This is an optimization exercise on Yosys and OpenROAD, whose aim is small area, not a production implementation. The RTL was checked by simulation tests, not by an equivalence proof against the original design. No activity file was given, so power comes from the tool's default toggle rates.

==> run H: inputs <==
Design gpr_file_mp, start of the top module:
module gpr_file_mp #(
   parameter int XLEN  = gpr_file_mp_pkg::GPR_XLEN,
   parameter int NREGS = gpr_file_mp_pkg::GPR_NREGS,
   parameter int NRP   = 2,
   parameter int AW    = $clog2(NREGS)
)(
   input  logic                clk,
   input  logic                rst,
   input  logic [NRP*AW-1:0]   raddr_i,
   output logic [NRP*XLEN-1:0] rdata_o,
   output logic [NRP-1:0]      busy_o,
   input  logic                we_i,
   input  logic [AW-1:0]       waddr_i,
   input  logic [XLEN-1:0]     wdata_i,
   input  logic                issue_i,
   input  logic [AW-1:0]       issue_rd_i,
   input  logic                dbg_req_i,
   input  logic                dbg_we_i,
   input  logic [AW-1:0]       dbg_addr_i,
   input  logic [XLEN-1:0]     dbg_wdata_i,
   output logic                dbg_ack_o,
   output logic [XLEN-1:0]     dbg_rdata_o
);
==> module gpr_file_mp, before the edit <==
module gpr_file_mp #(
   parameter int XLEN  = gpr_file_mp_pkg::GPR_XLEN,
   parameter int NREGS = gpr_file_mp_pkg::GPR_NREGS,
   parameter int NRP   = 2,
   parameter int AW    = $clog2(NREGS)
)(
   input  logic                clk,
   input  logic                rst,
   input  logic [NRP*AW-1:0]   raddr_i,
   output logic [NRP*XLEN-1:0] rdata_o,
   output logic [NRP-1:0]      busy_o,
   input  logic                we_i,
   input  logic [AW-1:0]       waddr_i,
   input  logic [XLEN-1:0]     wdata_i,
   input  logic                issue_i,
   input  logic [AW-1:0]       issue_rd_i,
   input  logic                dbg_req_i,
   input  logic                dbg_we_i,
   input  logic [AW-1:0]       dbg_addr_i,
   input  logic [XLEN-1:0]     dbg_wdata_i,
   output logic                dbg_ack_o,
   output logic [XLEN-1:0]     dbg_rdata_o
);
   logic [XLEN-1:0] regs [31];
   logic [30:0]     pend;
   logic            st_wait, st_done;
   logic            dbg_wr, wr_any;
   logic [AW-1:0]   wa;
   logic [XLEN-1:0] wd;
   logic [30:0]     wsel, isel, dsel;
   logic [30:0]     rsel [NRP];
   logic [30:0]     col  [XLEN];
   logic [XLEN-1:0] dbg_rd;
   logic [XLEN-1:0] dbg_rdata_q;
   function automatic logic [30:0] dec(input logic [AW-1:0] a);
      for (int i = 0; i < 31; i++)
         dec[i] = (a == AW'(i + 1));
   endfunction
   assign dbg_wr = st_wait & dbg_we_i & ~we_i;
   assign wr_any = we_i | dbg_wr;
   assign wa     = we_i ? waddr_i : dbg_addr_i;
   assign wd     = rst ? '0 : (we_i ? wdata_i : dbg_wdata_i);
   assign wsel   = dec(wa);
   for (genvar i = 0; i < 31; i++) begin : g_reg
      always_ff @(posedge clk)
         if (rst | (wr_any & wsel[i])) regs[i] <= wd;
      for (genvar b = 0; b < XLEN; b++) begin : g_col
         assign col[b][i] = regs[i][b];
      end
   end
   for (genvar k = 0; k < NRP; k++) begin : g_rp
      assign rsel[k] = dec(raddr_i[k*AW +: AW]);
      for (genvar b = 0; b < XLEN; b++) begin : g_bit
         gpr_rsel u_rs (.s(rsel[k]), .d(col[b]), .y(rdata_o[k*XLEN + b]));
      end
      gpr_rsel u_busy (.s(rsel[k]), .d(pend), .y(busy_o[k]));
   end
   assign isel = dec(issue_rd_i);
   always_ff @(posedge clk) begin
      for (int i = 0; i < 31; i++) begin
         if (rst)
            pend[i] <= 1'b0;
         else if (issue_i & isel[i])
            pend[i] <= 1'b1;
         else if (we_i & wsel[i])
            pend[i] <= 1'b0;
      end
   end
   always_ff @(posedge clk) begin
      if (rst) begin
         st_wait <= 1'b0;
         st_done <= 1'b0;
      end else begin
         st_wait <= (~st_wait & ~st_done & dbg_req_i) | (st_wait & dbg_we_i & we_i);
         st_done <= st_wait & ~(dbg_we_i & we_i);
      end
   end
   assign dsel = rst ? '0 : dec(dbg_addr_i);
   for (genvar b = 0; b < XLEN; b++) begin : g_dbg
      gpr_rsel u_rs (.s(dsel), .d(col[b]), .y(dbg_rd[b]));
   end
   always_ff @(posedge clk)
      if (rst | (st_wait & ~dbg_we_i))
         dbg_rdata_q <= dbg_rd;
   assign dbg_ack_o   = st_done;
   assign dbg_rdata_o = dbg_rdata_q;
endmodule
clock: 6.0 ns
lec_check: 0
cap_margin: 20
core_margin: 2
core_utilization: 50
place_density: 0.7
setup_slack_margin: 0.2
slew_margin: 20
synth_hierarchical: 1
standard.sh (not shown) runs the stock make flow with config.mk's settings and CLKGATE_MAP_FILE= SYNTH_SCRIPT=/design/flow/synth_recipe.tcl, a recipe that flattens the netlist after the stock synthesis.
==> flow/flow/run.sh <==
#!/bin/bash
# Standard ORFS layout with two changes:
#  - port buffers are sky130_fd_sc_hd__buf_1 instead of the delay cell buffer_ports picks;
#  - CTS uses clkbuf_16 with larger sink clusters and no dummy loads.
# Every ORFS step keeps its own log under orfs/logs; make's output goes to standard.log.
set -euo pipefail
export BUFFER_PORTS_ARGS="-buffer_cell sky130_fd_sc_hd__buf_1"
export CTS_ARGS="-sink_clustering_enable -repair_clock_nets -dont_use_dummy_load -sink_clustering_size 30 -sink_clustering_max_diameter 70 -buf_list sky130_fd_sc_hd__clkbuf_16"
bash standard.sh > standard.log 2>&1
==> run X (differences from run H) <==
--- a/flow/design.v
+++ b/flow/design.v
@@ -100,11 +100,14 @@
       end
    end
-   assign dsel = rst ? '0 : dec(dbg_addr_i);
+   assign dsel = dec(dbg_addr_i);
    for (genvar b = 0; b < XLEN; b++) begin : g_dbg
       gpr_rsel u_rs (.s(dsel), .d(col[b]), .y(dbg_rd[b]));
    end
-   always_ff @(posedge clk)
-      if (rst | (st_wait & ~dbg_we_i))
+   always_ff @(posedge clk) begin
+      if (rst)
+         dbg_rdata_q <= '0;
+      else if (st_wait & ~dbg_we_i)
          dbg_rdata_q <= dbg_rd;
+   end
    assign dbg_ack_o   = st_done;
    assign dbg_rdata_o = dbg_rdata_q;
--- a/flow/flow/run.sh
+++ b/flow/flow/run.sh
@@ -6,4 +6,4 @@
 set -euo pipefail
 export BUFFER_PORTS_ARGS="-buffer_cell sky130_fd_sc_hd__buf_1"
-export CTS_ARGS="-sink_clustering_enable -repair_clock_nets -dont_use_dummy_load -sink_clustering_size 30 -sink_clustering_max_diameter 70 -buf_list sky130_fd_sc_hd__clkbuf_16"
+export CTS_ARGS="-sink_clustering_enable -repair_clock_nets -dont_use_dummy_load -sink_clustering_size 24 -sink_clustering_max_diameter 50 -buf_list sky130_fd_sc_hd__clkbuf_16"
 bash standard.sh > standard.log 2>&1
CAP_MARGIN = 10   (was 20)
CORE_UTILIZATION = 35   (was 50)
PLACE_DENSITY = 0.6   (was 0.7)
SLEW_MARGIN = 10   (was 20)
==> run K (differences from run H) <==
--- a/flow/design.v
+++ b/flow/design.v
@@ -100,11 +100,14 @@
       end
    end
-   assign dsel = rst ? '0 : dec(dbg_addr_i);
+   assign dsel = dec(dbg_addr_i);
    for (genvar b = 0; b < XLEN; b++) begin : g_dbg
       gpr_rsel u_rs (.s(dsel), .d(col[b]), .y(dbg_rd[b]));
    end
-   always_ff @(posedge clk)
-      if (rst | (st_wait & ~dbg_we_i))
+   always_ff @(posedge clk) begin
+      if (rst)
+         dbg_rdata_q <= '0;
+      else if (st_wait & ~dbg_we_i)
          dbg_rdata_q <= dbg_rd;
+   end
    assign dbg_ack_o   = st_done;
    assign dbg_rdata_o = dbg_rdata_q;
==> flow/run.sh (new file) <==
#!/bin/bash
# synth_recipe.tcl (not shown) runs the flow's synth.tcl, then flattens the netlist and writes it again
# the make line also repeats each setting of config.mk as NAME=value (left out here)
make -C /OpenROAD-flow-scripts/flow DESIGN_CONFIG=/design/flow/config.mk WORK_HOME=/design/flow/orfs CLKGATE_MAP_FILE= SYNTH_SCRIPT=/design/flow/synth_recipe.tcl finish
CORE_UTILIZATION = 40   (was 50)
CTS_BUF_LIST = sky130_fd_sc_hd__clkbuf_4 sky130_fd_sc_hd__clkbuf_8   (was not set)
PLACE_DENSITY = 0.6   (was 0.7)
SETUP_SLACK_MARGIN = 0.3   (was 0.2)
removed: flow/flow/run.sh
removed: flow/standard.sh
==> qor summary <==
quantity                                                       run H       run K       run X
Run status                          no timing/DRC/antenna violations  no timing/DRC/antenna violations  no timing/DRC/antenna violations
Biggest cell delay along the critical path                   0.74 ns     0.57 ns     0.76 ns
Compound-cell area share of the yosys netlist                  24.9%       25.2%       25.2%
Yosys top cell area share                                      66.2%       63.9%       63.9%
Postcts setup bufs                                                 0           3           0
Met2 Track Usage GR                                            60.8%       51.9%       45.7%
Crit Path Max Fanout                                              19          33          16
Number of fillers in the final layout                          7,085       9,882      11,881
Portion of total power attributed to combinational logic       11.2%       11.5%       11.0%
Layout clock area frac                                         2.48%       5.97%       4.66%
Number of nets in the synthesized netlist                      2,969       3,072       3,072
Antenna violations before repair                                  17          11          13
Met2 routed wirelength                                     85,000 µm   92,400 µm   91,500 µm
Number of buffers inserted during clock tree synthesis            52         172         102
Area of the mapped netlist                                0.0465 mm²  0.0466 mm²  0.0466 mm²
Final critical delay including setup and external delays     5.63 ns     5.76 ns     5.45 ns
Root Buffer                                                clkbuf_16    clkbuf_8   clkbuf_16
Simple logic cell fraction of the synthesized area             6.27%       6.75%       6.75%
Share of total power in the clock network                      25.8%       35.8%       33.3%
Cell internal power dissipation                             0.0109 W    0.0128 W    0.0123 W
Multi-input gate count                                         1,769       1,867       1,863
Clock buffers                                                     52         230         102
WP depth                                                           8           9           8
Final clock period utilization by the worst path               93.8%       96.0%       90.8%
Total track usage                                              45.1%       34.9%       30.8%

* * *

==> inputs of run a <==
==> flow/design.v <==
package gpr_file_mp_pkg;
   localparam int GPR_XLEN  = 32;
   localparam int GPR_NREGS = 32;
   localparam int GPR_AW    = $clog2(GPR_NREGS);
endpackage
module gpr_aoi222 (
   input  logic [2:0] s,
   input  logic [2:0] d,
   output logic       y
);
   assign y = ~((s[0] & d[0]) | (s[1] & d[1]) | (s[2] & d[2]));
endmodule
module gpr_rsel (
   input  logic [30:0] s,
   input  logic [30:0] d,
   output logic        y
);
   logic [10:0] g;    
   for (genvar j = 0; j < 10; j++) begin : g_aoi
      gpr_aoi222 u_g (.s(s[3*j +: 3]), .d(d[3*j +: 3]), .y(g[j]));
   end
   assign g[10] = ~(s[30] & d[30]);
   assign y = ~&g;
endmodule
module gpr_file_mp #(
   parameter int XLEN  = gpr_file_mp_pkg::GPR_XLEN,
   parameter int NREGS = gpr_file_mp_pkg::GPR_NREGS,
   parameter int NRP   = 2,
   parameter int AW    = $clog2(NREGS)
)(
   input  logic                clk,
   input  logic                rst,
   input  logic [NRP*AW-1:0]   raddr_i,
   output logic [NRP*XLEN-1:0] rdata_o,
   output logic [NRP-1:0]      busy_o,
   input  logic                we_i,
   input  logic [AW-1:0]       waddr_i,
   input  logic [XLEN-1:0]     wdata_i,
   input  logic                issue_i,
   input  logic [AW-1:0]       issue_rd_i,
   input  logic                dbg_req_i,
   input  logic                dbg_we_i,
   input  logic [AW-1:0]       dbg_addr_i,
   input  logic [XLEN-1:0]     dbg_wdata_i,
   output logic                dbg_ack_o,
   output logic [XLEN-1:0]     dbg_rdata_o
);
   logic [XLEN-1:0] regs [31];
   logic [30:0]     pend;
   logic            st_wait, st_done;
   logic            dbg_wr, wr_any;
   logic [AW-1:0]   wa;
   logic [XLEN-1:0] wd;
   logic [30:0]     wsel, isel, dsel;
   logic [30:0]     rsel [NRP];
   logic [30:0]     col  [XLEN];
   logic [XLEN-1:0] dbg_rd;
   logic [XLEN-1:0] dbg_rdata_q;
   function automatic logic [30:0] dec(input logic [AW-1:0] a);
      for (int i = 0; i < 31; i++)
         dec[i] = (a == AW'(i + 1));
   endfunction
   assign dbg_wr = st_wait & dbg_we_i & ~we_i;
   assign wr_any = we_i | dbg_wr;
   assign wa     = we_i ? waddr_i : dbg_addr_i;
   assign wd     = rst ? '0 : (we_i ? wdata_i : dbg_wdata_i);
   assign wsel   = dec(wa);
   for (genvar i = 0; i < 31; i++) begin : g_reg
      always_ff @(posedge clk)
         if (rst | (wr_any & wsel[i])) regs[i] <= wd;
      for (genvar b = 0; b < XLEN; b++) begin : g_col
         assign col[b][i] = regs[i][b];
      end
   end
   for (genvar k = 0; k < NRP; k++) begin : g_rp
      assign rsel[k] = dec(raddr_i[k*AW +: AW]);
      for (genvar b = 0; b < XLEN; b++) begin : g_bit
         gpr_rsel u_rs (.s(rsel[k]), .d(col[b]), .y(rdata_o[k*XLEN + b]));
      end
      gpr_rsel u_busy (.s(rsel[k]), .d(pend), .y(busy_o[k]));
   end
   assign isel = dec(issue_rd_i);
   always_ff @(posedge clk) begin
      for (int i = 0; i < 31; i++) begin
         if (rst)
            pend[i] <= 1'b0;
         else if (issue_i & isel[i])
            pend[i] <= 1'b1;
         else if (we_i & wsel[i])
            pend[i] <= 1'b0;
      end
   end
   always_ff @(posedge clk) begin
      if (rst) begin
         st_wait <= 1'b0;
         st_done <= 1'b0;
      end else begin
         st_wait <= (~st_wait & ~st_done & dbg_req_i) | (st_wait & dbg_we_i & we_i);
         st_done <= st_wait & ~(dbg_we_i & we_i);
      end
   end
   assign dsel = dec(dbg_addr_i);
   for (genvar b = 0; b < XLEN; b++) begin : g_dbg
      gpr_rsel u_rs (.s(dsel), .d(col[b]), .y(dbg_rd[b]));
   end
   always_ff @(posedge clk) begin
      if (rst)
         dbg_rdata_q <= '0;
      else if (st_wait & ~dbg_we_i)
         dbg_rdata_q <= dbg_rd;
   end
   assign dbg_ack_o   = st_done;
   assign dbg_rdata_o = dbg_rdata_q;
endmodule
==> flow/flow/run.sh <==
#!/bin/bash
# Standard ORFS layout with two changes:
#  - port buffers are sky130_fd_sc_hd__buf_1 instead of the delay cell buffer_ports picks;
#  - CTS uses clkbuf_16 with larger sink clusters and no dummy loads.
# Every ORFS step keeps its own log under orfs/logs; make's output goes to standard.log.
set -euo pipefail
export BUFFER_PORTS_ARGS="-buffer_cell sky130_fd_sc_hd__buf_1"
export CTS_ARGS="-sink_clustering_enable -repair_clock_nets -dont_use_dummy_load -sink_clustering_size 30 -sink_clustering_max_diameter 60 -buf_list sky130_fd_sc_hd__clkbuf_16"
bash standard.sh > standard.log 2>&1
==> flow/standard.sh <==
#!/bin/bash
# synth_recipe.tcl (not shown) runs the flow's synth.tcl, then flattens the netlist and writes it again
# the make line also repeats each setting of config.mk as NAME=value (left out here)
make -C /OpenROAD-flow-scripts/flow DESIGN_CONFIG=/design/flow/config.mk WORK_HOME=/design/flow/orfs CLKGATE_MAP_FILE= SYNTH_SCRIPT=/design/flow/synth_recipe.tcl "${@:-finish}"
==> flow/config.mk <==
export PLATFORM = sky130hd
export DESIGN_NAME = gpr_file_mp
export DESIGN_NICKNAME = gpr_file_mp
export VERILOG_FILES = /design/flow/design.v
export SDC_FILE = /design/flow/constraint.sdc
export NUM_CORES = 4
export LEC_CHECK = 0
export CAP_MARGIN = 20
export CORE_MARGIN = 2
export CORE_UTILIZATION = 35
export PLACE_DENSITY = 0.6
export SETUP_SLACK_MARGIN = 0.2
export SLEW_MARGIN = 20
export SYNTH_HIERARCHICAL = 1
==> flow/constraint.sdc <==
create_clock -name core_clock -period 6.0 [get_ports {clk}]
set_input_delay 1.2000 -clock core_clock [delete_from_list [all_inputs] [get_ports {clk}]]
set_output_delay 1.2000 -clock core_clock [all_outputs]
set_load 0.01 [all_outputs]
==> run b: changes against run a <==
- CAP_MARGIN: 20 -> 10
- CORE_UTILIZATION: 35 -> 50
- PLACE_DENSITY: 0.6 -> 0.7
- SLEW_MARGIN: 20 -> 10
==> comparison table <==
Fraction of area in multi-input gates: run a 29.9%; run b 30.8%
Non-clock buffer instance count of the final layout: run a 395; run b 342
Number of antenna violations at the first check in global routing: run a 12; run b 16
Clock buffers created by TritonCTS: run a 77; run b 72
Die area: run a 136,000 um2; run b 95,700 um2
Wire length the detailed router placed on met1: run a 71,000 um; run b 61,200 um
Met1 capacity usage during global routing: run a 37.7%; run b 50.6%
Detailed route wirelength on metal3: run a 39,200 um; run b 44,700 um
Result of the run: run a no timing/DRC/antenna violations; run b no timing/DRC/antenna violations
Cell Int Power: run a 0.0116 W; run b 0.0114 W
Count of TritonRoute iterations in the first routing pass: run a 22; run b 20
GR Util All Layers: run a 30.6%; run b 41.7%
Maximum fanout encountered on the critical timing path: run a 16; run b 21
Via count of the routed design: run a 41,516; run b 42,392
Min Hold Slack: run a 457 ps; run b 457 ps
Power of the combinational group: run a 0.00186 W; run b 0.00180 W
Via count of the first global-routing pass: run a 38,451; run b 39,664
Clock buf count: run a 77; run b 72
Layout non-clock buf frac: run a 5.07%; run b 3.65%
Switching Fraction: run a 27.1%; run b 27.2%
Share of total power in the clock network: run a 29.6%; run b 29.0%
CORE AREA: run a 132,000 um2; run b 92,100 um2

-- static timing again, ports no longer ideal --
The flow's constraints put no driver on any port. The routed layouts listed below were extracted and timed again, unchanged, in two steps.
Step 1 (the two cells are an assumption about what drives the block):
set clk [get_ports {clk}]
set_driving_cell -lib_cell sky130_fd_sc_hd__clkbuf_16 $clk
set_driving_cell -lib_cell sky130_fd_sc_hd__buf_2 [delete_from_list [all_inputs] $clk]
Step 2 also shifts input and output timing later by t, the mid clock arrival at the registers, as if the neighbouring blocks saw the same clock.
Slacks: ideal ports / drivers / drivers and shift; pairs: ideal ports / drivers.
run	t, ns	setup WS [ns]	hold WS [ns]
run H	0.736	0.370 / 0.246 / 0.246	0.518 / 0.518 / 0.518
run X	0.786	0.551 / 0.436 / 0.436	0.455 / 0.455 / 0.455
run K	0.946	0.241 / 0.208 / 0.208	0.452 / 0.452 / 0.452
run a	0.726	0.517 / 0.427 / 0.427	0.457 / 0.457 / 0.457
run b	0.713	0.603 / 0.572 / 0.572	0.457 / 0.457 / 0.457
After both steps setup and hold are still met in every run listed. For run H, which loses most, drivers alone change the setup slack by -0.124 ns; drivers and shift together by -0.124 ns.
